What follows belongs to an exercise in optimizing a design on an open flow for small area and a short achievable clock period; a production flow would make more cautious choices. Function was checked by simulation only, so behaviour that the tests miss may differ from the original.

==> run a: inputs <==
==> flow/design.v (excerpt) <==
module even_pipe (
    input  wire logic         clk,
    input  wire logic         arst_n,
    input  wire logic         issue,
    input  wire logic [5:0]   opcode,
    input  wire logic [127:0] ra,
    input  wire logic [127:0] rb,
    input  wire logic [9:0]   imm10,
    input  wire logic [6:0]   imm7,
    input  wire logic [6:0]   rt_addr,
    output logic              wb_reg_wr_en,
    output logic [1:0]        wb_unit_id,
    output logic [6:0]        wb_rt_addr,
    output logic [127:0]      wb_rt_data
);
==> flow/config.mk <==
export PLATFORM = sky130hd
export DESIGN_NAME = even_pipe
export DESIGN_NICKNAME = even_pipe
export VERILOG_FILES = /design/flow/design.v
export SDC_FILE = /design/flow/constraint.sdc
export NUM_CORES = 4
export LEC_CHECK = 0
export ABC_AREA = 1
export CAP_MARGIN = 20
export CORE_MARGIN = 2
export CORE_UTILIZATION = 40
export SETUP_SLACK_MARGIN = 2.8
export SLEW_MARGIN = 20
==> flow/constraint.sdc <==
create_clock -name core_clock -period 5.0 [get_ports {clk}]
set_input_delay 1.0000 -clock core_clock [delete_from_list [all_inputs] [get_ports {clk}]]
set_output_delay 1.0000 -clock core_clock [all_outputs]
set_load 0.01 [all_outputs]
standard.sh (not shown) runs the stock make flow with config.mk's settings and CLKGATE_MAP_FILE= SYNTH_SCRIPT=/design/flow/synth_recipe.tcl, a recipe that flattens the netlist after the stock synthesis.
==> flow/flow/run.sh <==
#!/bin/bash
set -euo pipefail
export BUFFER_PORTS_ARGS="-buffer_cell sky130_fd_sc_hd__buf_1"
bash standard.sh > standard.log 2>&1
==> run b: changes against run a <==
--- a/flow/design.v
+++ b/flow/design.v
@@ -115,174 +115,176 @@
     assign sr = op[3:1] == 3'b111;
     always_comb begin
         case (op)
             4'd2, 4'd3, 4'd5, 4'd7, 4'd9, 4'd10: kept = !hw && !im;
             4'd4, 4'd6, 4'd8:                    kept = !hw || im;
             default:                             kept = 1'b1;
         endcase
     end
-    logic inva, invb, cin, kg, kp, kc, cgt, cmp, ceq, cinv;
+    logic invb, kg, kp, kc, inv0, cgt, neg, cmp, ceq, cinv;
     always_comb begin
-        inva = 1'b0; invb = 1'b0; cin = 1'b0; kg = 1'b0; kp = 1'b0; kc = 1'b0;
-        cgt  = 1'b0; cmp = 1'b0; ceq = 1'b0; cinv = 1'b0;
+        invb = 1'b0; kg = 1'b0; kp = 1'b0; kc = 1'b0; inv0 = 1'b0;
+        cgt  = 1'b0; neg = 1'b0; cmp = 1'b0; ceq = 1'b0; cinv = 1'b0;
         case (op)
             4'd0:  begin kp = 1'b1; kc = 1'b1; end                            
-            4'd1:  begin kp = 1'b1; kc = 1'b1; inva = 1'b1; cin = 1'b1; end   
+            4'd1:  begin kp = 1'b1; kc = 1'b1; invb = 1'b1; neg = 1'b1; end   
             4'd2:  begin kp = 1'b1; kc = 1'b1; cmp = 1'b1; end                
-            4'd3:  begin kp = 1'b1; kc = 1'b1; inva = 1'b1; cin = 1'b1; cmp = 1'b1; end
+            4'd3:  begin kp = 1'b1; kc = 1'b1; invb = 1'b1; cmp = 1'b1; cinv = 1'b1; end
             4'd4:  begin kg = 1'b1; end                                       
             4'd5:  begin kg = 1'b1; invb = 1'b1; end                          
             4'd6:  begin kg = 1'b1; kp = 1'b1; end                            
             4'd7:  begin kg = 1'b1; kp = 1'b1; invb = 1'b1; end               
             4'd8:  begin kp = 1'b1; end                                       
-            4'd9:  begin kg = 1'b1; kp = 1'b1; inva = 1'b1; invb = 1'b1; end  
-            4'd10: begin kg = 1'b1; inva = 1'b1; invb = 1'b1; end             
-            4'd11: begin kp = 1'b1; kc = 1'b1; inva = 1'b1; cmp = 1'b1; ceq = 1'b1; end
-            4'd12: begin kp = 1'b1; kc = 1'b1; inva = 1'b1; cin = 1'b1; cmp = 1'b1; cgt = 1'b1; cinv = 1'b1; end
-            4'd13: begin kp = 1'b1; kc = 1'b1; inva = 1'b1; cin = 1'b1; cmp = 1'b1; cinv = 1'b1; end
+            4'd9:  begin kg = 1'b1; inv0 = 1'b1; end                          
+            4'd10: begin kg = 1'b1; kp = 1'b1; inv0 = 1'b1; end               
+            4'd11: begin kp = 1'b1; kc = 1'b1; invb = 1'b1; cmp = 1'b1; ceq = 1'b1; end
+            4'd12: begin kp = 1'b1; kc = 1'b1; invb = 1'b1; cmp = 1'b1; cgt = 1'b1; end
+            4'd13: begin kp = 1'b1; kc = 1'b1; invb = 1'b1; cmp = 1'b1; end
             default: ;
         endcase
     end
     logic [15:0]  imm_lo, imm_hi;
     logic [127:0] b;
     assign imm_lo = sr ? {10'd0, imm7[5:0]} : {{6{imm10[9]}}, imm10};
     assign imm_hi = hw ? imm_lo : {16{!sr && imm10[9]}};
     assign b      = im ? {4{imm_hi, imm_lo}} : rb;
     logic [127:0] x0, y0;
     always_comb begin
-        x0 = ra ^ {128{inva}};
+        x0 = ra;
         y0 = b ^ {128{invb}};
         for (int w = 0; w < 4; w++) begin
-            x0[32*w+31] = ra[32*w+31] ^ inva ^ cgt;
+            x0[32*w+31] = ra[32*w+31] ^ cgt;
             y0[32*w+31] = b[32*w+31] ^ invb ^ cgt;
-            x0[32*w+15] = ra[32*w+15] ^ inva ^ (cgt && hw);
+            x0[32*w+15] = ra[32*w+15] ^ (cgt && hw);
             y0[32*w+15] = b[32*w+15] ^ invb ^ (cgt && hw);
         end
-        if (sr) begin
-            for (int j = 0; j < 8; j++) begin
-                if (hw)
-                    y0[16*j +: 6] = {!opcode[2] && b[16*j+4], 1'b0, b[16*j +: 4]};
-                else
-                    y0[16*j +: 6] = {!opcode[2] && b[32*(j/2)+5], b[32*(j/2) +: 5]};
-            end
-        end
     end
     logic         r1_valid;
     logic [127:0] r1_x, r1_y;
-    logic         r1_sr, r1_hw, r1_rot, r1_cin, r1_kg, r1_kp, r1_kc;
-    logic         r1_cmp, r1_ceq, r1_cinv;
+    logic         r1_sr, r1_hw, r1_rot, r1_kg, r1_kp, r1_kc, r1_inv0;
+    logic         r1_neg, r1_cmp, r1_ceq, r1_cinv;
     logic [6:0]   r1_addr;
     always_ff @(posedge clk or negedge arst_n) begin
         if (!arst_n) r1_valid <= 1'b0;
         else         r1_valid <= issue && kept;
     end
     always_ff @(posedge clk) begin
         r1_x    <= x0;
         r1_y    <= y0;
         r1_sr   <= sr;
         r1_hw   <= hw;
         r1_rot  <= opcode[2];
-        r1_cin  <= cin;
         r1_kg   <= kg;
         r1_kp   <= kp;
         r1_kc   <= kc;
+        r1_inv0 <= inv0;
+        r1_neg  <= neg;
         r1_cmp  <= cmp;
         r1_ceq  <= ceq;
         r1_cinv <= cinv;
         r1_addr <= rt_addr;
     end
     logic [127:0] g, p;
     assign g = r1_x & r1_y;
     assign p = r1_x ^ r1_y;
     logic [127:0] xa;
     logic [15:0]  blk_g;
     always_comb begin
         logic [8:0] c;
         for (int k = 0; k < 16; k++) begin
-            c[0] = (k % 4 == 0 || (k % 4 == 2 && r1_hw)) ? r1_cin : 1'b0;
+            c[0] = 1'b0;
             for (int t = 0; t < 8; t++)
                 c[t+1] = g[8*k+t] | (p[8*k+t] & c[t]);
             for (int t = 0; t < 8; t++)
-                xa[8*k+t] = ((r1_kg & g[8*k+t]) | (r1_kp & p[8*k+t])) ^ (r1_kc & c[t]);
+                xa[8*k+t] = ((r1_kg & g[8*k+t]) | (r1_kp & p[8*k+t])) ^ (r1_kc & c[t]) ^ r1_inv0;
             blk_g[k] = r1_kc & c[8];
         end
     end
     logic [127:0] xs;
     logic [15:0]  sh_side;
     always_comb begin
         logic [127:0] v, nv;
         logic         n;
         v = r1_x;
         for (int l = 0; l < 3; l++) begin
             for (int j = 0; j < 8; j++) begin
-                n = r1_y[16*j+l];
+                n = r1_hw ? r1_y[16*j+l] : r1_y[32*(j/2)+l];
                 for (int t = 0; t < 16; t++) begin
                     if (!n)
                         nv[16*j+t] = v[16*j+t];
                     else if (t >= (1 << l))
                         nv[16*j+t] = v[16*j+t-(1<<l)];
                     else if (j % 2 == 1)
                         nv[16*j+t] = r1_hw ? (v[16*j+t-(1<<l)+16] & r1_rot) : v[16*j+t-(1<<l)];
                     else
                         nv[16*j+t] = r1_hw ? (v[16*j+t-(1<<l)+16] & r1_rot)
                                            : (v[16*j+t-(1<<l)+32] & r1_rot);
                 end
             end
             v = nv;
         end
         xs = v;
         for (int j = 0; j < 8; j++) begin
-            sh_side[2*j]   = r1_y[16*j+3];
-            sh_side[2*j+1] = (j % 2 == 0 && !r1_hw) ? r1_y[16*j+4] : r1_y[16*j+5];
+            if (r1_hw) begin
+                sh_side[2*j]   = r1_y[16*j+3];
+                sh_side[2*j+1] = !r1_rot & r1_y[16*j+4];
+            end else begin
+                sh_side[2*j]   = r1_y[32*(j/2)+3];
+                sh_side[2*j+1] = (j % 2 == 0) ? r1_y[32*(j/2)+4] : (!r1_rot & r1_y[32*(j/2)+5]);
+            end
         end
     end
     logic         r2_valid;
     logic [127:0] r2_x;
     logic [15:0]  r2_side;
-    logic         r2_sr, r2_hw, r2_rot, r2_cmp, r2_ceq, r2_cinv;
+    logic         r2_sr, r2_hw, r2_rot, r2_neg, r2_cmp, r2_ceq, r2_cinv;
     logic [6:0]   r2_addr;
     always_ff @(posedge clk or negedge arst_n) begin
         if (!arst_n) r2_valid <= 1'b0;
         else         r2_valid <= r1_valid;
     end
     always_ff @(posedge clk) begin
         r2_x    <= r1_sr ? xs : xa;
         r2_side <= r1_sr ? sh_side : blk_g;
         r2_sr   <= r1_sr;
         r2_hw   <= r1_hw;
         r2_rot  <= r1_rot;
+        r2_neg  <= r1_neg;
         r2_cmp  <= r1_cmp;
         r2_ceq  <= r1_ceq;
         r2_cinv <= r1_cinv;
         r2_addr <= r1_addr;
     end
     logic [127:0] ar;
     logic [127:0] cres;
     always_comb begin
         logic [3:0] bp, bg;
         logic [4:0] c;
         logic       c2raw, eq_lo, eq_hi;
+        logic       pre;
         cres = '0;
         for (int w = 0; w < 4; w++) begin
             for (int k = 0; k < 4; k++) begin
                 bp[k] = &r2_x[32*w+8*k +: 8];
                 bg[k] = r2_side[4*w+k];
             end
             c[0] = 1'b0;
             c[1] = bg[0];
             c[2] = bg[1] | (bp[1] & c[1]);
             c2raw = c[2];
             if (r2_hw) c[2] = 1'b0;
             c[3] = bg[2] | (bp[2] & c[2]);
             c[4] = bg[3] | (bp[3] & c[3]);
             for (int k = 0; k < 4; k++) begin
-                ar[32*w+8*k] = r2_x[32*w+8*k] ^ c[k];
-                for (int t = 1; t < 8; t++)
-                    ar[32*w+8*k+t] = r2_x[32*w+8*k+t] ^ (c[k] & (&(r2_x[32*w+8*k +: 8] | ~((8'd1 << t) - 8'd1))));
+                pre = c[k];
+                for (int t = 0; t < 8; t++) begin
+                    ar[32*w+8*k+t] = r2_x[32*w+8*k+t] ^ r2_neg ^ pre;
+                    pre = pre & r2_x[32*w+8*k+t];
+                end
             end
             eq_lo = bp[0] & bp[1];
             eq_hi = bp[2] & bp[3];
             if (r2_hw) begin
                 cres[32*w]    = r2_ceq ? eq_lo : (c2raw ^ r2_cinv);
                 cres[32*w+16] = r2_ceq ? eq_hi : (c[4] ^ r2_cinv);
             end else begin
                 cres[32*w]    = r2_ceq ? (eq_lo & eq_hi) : (c[4] ^ r2_cinv);
==> flow/run.sh (new file) <==
#!/bin/bash
# synth_recipe.tcl (not shown) runs the flow's synth.tcl, then flattens the netlist and writes it again
# the make line also repeats each setting of config.mk as NAME=value (left out here)
make -C /OpenROAD-flow-scripts/flow DESIGN_CONFIG=/design/flow/config.mk WORK_HOME=/design/flow/orfs CLKGATE_MAP_FILE= SYNTH_SCRIPT=/design/flow/synth_recipe.tcl finish
ABC_AREA = not set   (was 1)
SETUP_SLACK_MARGIN = 2.3   (was 2.8)
removed: flow/flow/run.sh
removed: flow/standard.sh
==> run c: changes against run a <==
--- a/flow/design.v
+++ b/flow/design.v
@@ -115,174 +115,176 @@
     assign sr = op[3:1] == 3'b111;
     always_comb begin
         case (op)
             4'd2, 4'd3, 4'd5, 4'd7, 4'd9, 4'd10: kept = !hw && !im;
             4'd4, 4'd6, 4'd8:                    kept = !hw || im;
             default:                             kept = 1'b1;
         endcase
     end
-    logic inva, invb, cin, kg, kp, kc, cgt, cmp, ceq, cinv;
+    logic invb, kg, kp, kc, inv0, cgt, neg, cmp, ceq, cinv;
     always_comb begin
-        inva = 1'b0; invb = 1'b0; cin = 1'b0; kg = 1'b0; kp = 1'b0; kc = 1'b0;
-        cgt  = 1'b0; cmp = 1'b0; ceq = 1'b0; cinv = 1'b0;
+        invb = 1'b0; kg = 1'b0; kp = 1'b0; kc = 1'b0; inv0 = 1'b0;
+        cgt  = 1'b0; neg = 1'b0; cmp = 1'b0; ceq = 1'b0; cinv = 1'b0;
         case (op)
             4'd0:  begin kp = 1'b1; kc = 1'b1; end                            
-            4'd1:  begin kp = 1'b1; kc = 1'b1; inva = 1'b1; cin = 1'b1; end   
+            4'd1:  begin kp = 1'b1; kc = 1'b1; invb = 1'b1; neg = 1'b1; end   
             4'd2:  begin kp = 1'b1; kc = 1'b1; cmp = 1'b1; end                
-            4'd3:  begin kp = 1'b1; kc = 1'b1; inva = 1'b1; cin = 1'b1; cmp = 1'b1; end
+            4'd3:  begin kp = 1'b1; kc = 1'b1; invb = 1'b1; cmp = 1'b1; cinv = 1'b1; end
             4'd4:  begin kg = 1'b1; end                                       
             4'd5:  begin kg = 1'b1; invb = 1'b1; end                          
             4'd6:  begin kg = 1'b1; kp = 1'b1; end                            
             4'd7:  begin kg = 1'b1; kp = 1'b1; invb = 1'b1; end               
             4'd8:  begin kp = 1'b1; end                                       
-            4'd9:  begin kg = 1'b1; kp = 1'b1; inva = 1'b1; invb = 1'b1; end  
-            4'd10: begin kg = 1'b1; inva = 1'b1; invb = 1'b1; end             
-            4'd11: begin kp = 1'b1; kc = 1'b1; inva = 1'b1; cmp = 1'b1; ceq = 1'b1; end
-            4'd12: begin kp = 1'b1; kc = 1'b1; inva = 1'b1; cin = 1'b1; cmp = 1'b1; cgt = 1'b1; cinv = 1'b1; end
-            4'd13: begin kp = 1'b1; kc = 1'b1; inva = 1'b1; cin = 1'b1; cmp = 1'b1; cinv = 1'b1; end
+            4'd9:  begin kg = 1'b1; inv0 = 1'b1; end                          
+            4'd10: begin kg = 1'b1; kp = 1'b1; inv0 = 1'b1; end               
+            4'd11: begin kp = 1'b1; kc = 1'b1; invb = 1'b1; cmp = 1'b1; ceq = 1'b1; end
+            4'd12: begin kp = 1'b1; kc = 1'b1; invb = 1'b1; cmp = 1'b1; cgt = 1'b1; end
+            4'd13: begin kp = 1'b1; kc = 1'b1; invb = 1'b1; cmp = 1'b1; end
             default: ;
         endcase
     end
     logic [15:0]  imm_lo, imm_hi;
     logic [127:0] b;
     assign imm_lo = sr ? {10'd0, imm7[5:0]} : {{6{imm10[9]}}, imm10};
     assign imm_hi = hw ? imm_lo : {16{!sr && imm10[9]}};
     assign b      = im ? {4{imm_hi, imm_lo}} : rb;
     logic [127:0] x0, y0;
     always_comb begin
-        x0 = ra ^ {128{inva}};
+        x0 = ra;
         y0 = b ^ {128{invb}};
         for (int w = 0; w < 4; w++) begin
-            x0[32*w+31] = ra[32*w+31] ^ inva ^ cgt;
+            x0[32*w+31] = ra[32*w+31] ^ cgt;
             y0[32*w+31] = b[32*w+31] ^ invb ^ cgt;
-            x0[32*w+15] = ra[32*w+15] ^ inva ^ (cgt && hw);
+            x0[32*w+15] = ra[32*w+15] ^ (cgt && hw);
             y0[32*w+15] = b[32*w+15] ^ invb ^ (cgt && hw);
         end
-        if (sr) begin
-            for (int j = 0; j < 8; j++) begin
-                if (hw)
-                    y0[16*j +: 6] = {!opcode[2] && b[16*j+4], 1'b0, b[16*j +: 4]};
-                else
-                    y0[16*j +: 6] = {!opcode[2] && b[32*(j/2)+5], b[32*(j/2) +: 5]};
-            end
-        end
     end
     logic         r1_valid;
     logic [127:0] r1_x, r1_y;
-    logic         r1_sr, r1_hw, r1_rot, r1_cin, r1_kg, r1_kp, r1_kc;
-    logic         r1_cmp, r1_ceq, r1_cinv;
+    logic         r1_sr, r1_hw, r1_rot, r1_kg, r1_kp, r1_kc, r1_inv0;
+    logic         r1_neg, r1_cmp, r1_ceq, r1_cinv;
     logic [6:0]   r1_addr;
     always_ff @(posedge clk or negedge arst_n) begin
         if (!arst_n) r1_valid <= 1'b0;
         else         r1_valid <= issue && kept;
     end
     always_ff @(posedge clk) begin
         r1_x    <= x0;
         r1_y    <= y0;
         r1_sr   <= sr;
         r1_hw   <= hw;
         r1_rot  <= opcode[2];
-        r1_cin  <= cin;
         r1_kg   <= kg;
         r1_kp   <= kp;
         r1_kc   <= kc;
+        r1_inv0 <= inv0;
+        r1_neg  <= neg;
         r1_cmp  <= cmp;
         r1_ceq  <= ceq;
         r1_cinv <= cinv;
         r1_addr <= rt_addr;
     end
     logic [127:0] g, p;
     assign g = r1_x & r1_y;
     assign p = r1_x ^ r1_y;
     logic [127:0] xa;
     logic [15:0]  blk_g;
     always_comb begin
         logic [8:0] c;
         for (int k = 0; k < 16; k++) begin
-            c[0] = (k % 4 == 0 || (k % 4 == 2 && r1_hw)) ? r1_cin : 1'b0;
+            c[0] = 1'b0;
             for (int t = 0; t < 8; t++)
                 c[t+1] = g[8*k+t] | (p[8*k+t] & c[t]);
             for (int t = 0; t < 8; t++)
-                xa[8*k+t] = ((r1_kg & g[8*k+t]) | (r1_kp & p[8*k+t])) ^ (r1_kc & c[t]);
+                xa[8*k+t] = ((r1_kg & g[8*k+t]) | (r1_kp & p[8*k+t])) ^ (r1_kc & c[t]) ^ r1_inv0;
             blk_g[k] = r1_kc & c[8];
         end
     end
     logic [127:0] xs;
     logic [15:0]  sh_side;
     always_comb begin
         logic [127:0] v, nv;
         logic         n;
         v = r1_x;
         for (int l = 0; l < 3; l++) begin
             for (int j = 0; j < 8; j++) begin
-                n = r1_y[16*j+l];
+                n = r1_hw ? r1_y[16*j+l] : r1_y[32*(j/2)+l];
                 for (int t = 0; t < 16; t++) begin
                     if (!n)
                         nv[16*j+t] = v[16*j+t];
                     else if (t >= (1 << l))
                         nv[16*j+t] = v[16*j+t-(1<<l)];
                     else if (j % 2 == 1)
                         nv[16*j+t] = r1_hw ? (v[16*j+t-(1<<l)+16] & r1_rot) : v[16*j+t-(1<<l)];
                     else
                         nv[16*j+t] = r1_hw ? (v[16*j+t-(1<<l)+16] & r1_rot)
                                            : (v[16*j+t-(1<<l)+32] & r1_rot);
                 end
             end
             v = nv;
         end
         xs = v;
         for (int j = 0; j < 8; j++) begin
-            sh_side[2*j]   = r1_y[16*j+3];
-            sh_side[2*j+1] = (j % 2 == 0 && !r1_hw) ? r1_y[16*j+4] : r1_y[16*j+5];
+            if (r1_hw) begin
+                sh_side[2*j]   = r1_y[16*j+3];
+                sh_side[2*j+1] = !r1_rot & r1_y[16*j+4];
+            end else begin
+                sh_side[2*j]   = r1_y[32*(j/2)+3];
+                sh_side[2*j+1] = (j % 2 == 0) ? r1_y[32*(j/2)+4] : (!r1_rot & r1_y[32*(j/2)+5]);
+            end
         end
     end
     logic         r2_valid;
     logic [127:0] r2_x;
     logic [15:0]  r2_side;
-    logic         r2_sr, r2_hw, r2_rot, r2_cmp, r2_ceq, r2_cinv;
+    logic         r2_sr, r2_hw, r2_rot, r2_neg, r2_cmp, r2_ceq, r2_cinv;
     logic [6:0]   r2_addr;
     always_ff @(posedge clk or negedge arst_n) begin
         if (!arst_n) r2_valid <= 1'b0;
         else         r2_valid <= r1_valid;
     end
     always_ff @(posedge clk) begin
         r2_x    <= r1_sr ? xs : xa;
         r2_side <= r1_sr ? sh_side : blk_g;
         r2_sr   <= r1_sr;
         r2_hw   <= r1_hw;
         r2_rot  <= r1_rot;
+        r2_neg  <= r1_neg;
         r2_cmp  <= r1_cmp;
         r2_ceq  <= r1_ceq;
         r2_cinv <= r1_cinv;
         r2_addr <= r1_addr;
     end
     logic [127:0] ar;
     logic [127:0] cres;
     always_comb begin
         logic [3:0] bp, bg;
         logic [4:0] c;
         logic       c2raw, eq_lo, eq_hi;
+        logic       pre;
         cres = '0;
         for (int w = 0; w < 4; w++) begin
             for (int k = 0; k < 4; k++) begin
                 bp[k] = &r2_x[32*w+8*k +: 8];
                 bg[k] = r2_side[4*w+k];
             end
             c[0] = 1'b0;
             c[1] = bg[0];
             c[2] = bg[1] | (bp[1] & c[1]);
             c2raw = c[2];
             if (r2_hw) c[2] = 1'b0;
             c[3] = bg[2] | (bp[2] & c[2]);
             c[4] = bg[3] | (bp[3] & c[3]);
             for (int k = 0; k < 4; k++) begin
-                ar[32*w+8*k] = r2_x[32*w+8*k] ^ c[k];
-                for (int t = 1; t < 8; t++)
-                    ar[32*w+8*k+t] = r2_x[32*w+8*k+t] ^ (c[k] & (&(r2_x[32*w+8*k +: 8] | ~((8'd1 << t) - 8'd1))));
+                pre = c[k];
+                for (int t = 0; t < 8; t++) begin
+                    ar[32*w+8*k+t] = r2_x[32*w+8*k+t] ^ r2_neg ^ pre;
+                    pre = pre & r2_x[32*w+8*k+t];
+                end
             end
             eq_lo = bp[0] & bp[1];
             eq_hi = bp[2] & bp[3];
             if (r2_hw) begin
                 cres[32*w]    = r2_ceq ? eq_lo : (c2raw ^ r2_cinv);
                 cres[32*w+16] = r2_ceq ? eq_hi : (c[4] ^ r2_cinv);
             end else begin
                 cres[32*w]    = r2_ceq ? (eq_lo & eq_hi) : (c[4] ^ r2_cinv);
==> flow/run.sh (new file) <==
#!/bin/bash
# synth_recipe.tcl (not shown) runs the flow's synth.tcl, then flattens the netlist and writes it again
# the make line also repeats each setting of config.mk as NAME=value (left out here)
make -C /OpenROAD-flow-scripts/flow DESIGN_CONFIG=/design/flow/config.mk WORK_HOME=/design/flow/orfs CLKGATE_MAP_FILE= SYNTH_SCRIPT=/design/flow/synth_recipe.tcl finish
ABC_AREA = not set   (was 1)
SETUP_SLACK_MARGIN = not set   (was 2.8)
removed: flow/flow/run.sh
removed: flow/standard.sh
==> qor.csv <==
stage,metric,value,unit
finish,nets,4758,
finish,area delta synth->final,20.8,%
global_routing,Total GRT Usage,0.283,
clocking,post_cts resized,20,
synthesis,"FFs w/ async S/R, synth",0.00525,
status,outcome,timing/DRC/antenna clean,
synthesis,sequential fraction of the synthesis area,0.314,
finish,# fillers,8472,
global_routing,met2 Use GR,0.397,
-- figures above: run b

==> qor.csv <==
stage,metric,value,unit
global_routing,GRT met3 Usage,0.0659,
global_routing,met2 Use GR,0.393,
finish,nets,4735,
die,tap cells,1176,
hold_path,Cells on Worst Hold Path,0,
finish,"commonest non-fill, non-tap cells in the layout","dfxtp_1, clkdlybuf4s50_1, xnor2_1, o21ai_0, nand2_1",
synthesis,"FFs w/ async S/R, synth",0.00525,
clocking,CTS buffer count,68,
status,outcome,timing/DRC/antenna clean,
finish,Clock buffer cells,87,
clocking,post_cts resized,0,
synthesis,sequential fraction of the synthesis area,0.314,
-- figures above: run c

==> qor.csv <==
stage,metric,value,unit
finish,# fillers,8766,
status,outcome,timing/DRC/antenna clean,
flow_run,max-cap check violation count,0,
synthesis,"FFs w/ async S/R, synth",0.00527,
clocking,post_cts resized,154,
global_routing,met2 Use GR,0.435,
finish,fraction of layout instances using a drive strength above 1,0.108,
finish,area delta synth->final,18.5,%
global_routing,Total GRT Usage,0.305,
worst_setup_path,Crit Path Class,flop to flop,
-- figures above: run a

[afterwards: timing with drivers on the ports]
No port has a modelled driver above. Below, the same layouts with a new extraction and two added sets of constraints.
Step 1 sets driving cells, clkbuf_16 on the clock port and buf_2 on the other inputs (assumed; they add their load-dependent delay and slew).
Step 2 moves the port delays by t, midway between the first and last clock arrival at a register: inputs arrive t later, outputs are due t later. That takes back most of the time a late clock gives input paths.
Slacks: ideal / step 1 / step 2; pairs: ideal / step 1.
run | shift t [ns] | setup WS [ns] | clock arrival spread, ns | pins driven straight from the clock port
run a | 0.701 | 2.750 / 2.750 / 2.212 | 0.032 / 0.032 | 1
run b | 0.687 | 2.299 / 2.305 / 1.660 | 0.036 / 0.036 | 1
run c | 0.686 | 1.613 / 1.625 / 0.939 | 0.037 / 0.036 | 1
After both steps every run listed still meets setup and hold. For run c, which loses most, drivers alone change the setup slack by +0.012 ns; drivers and shift together by -0.674 ns.
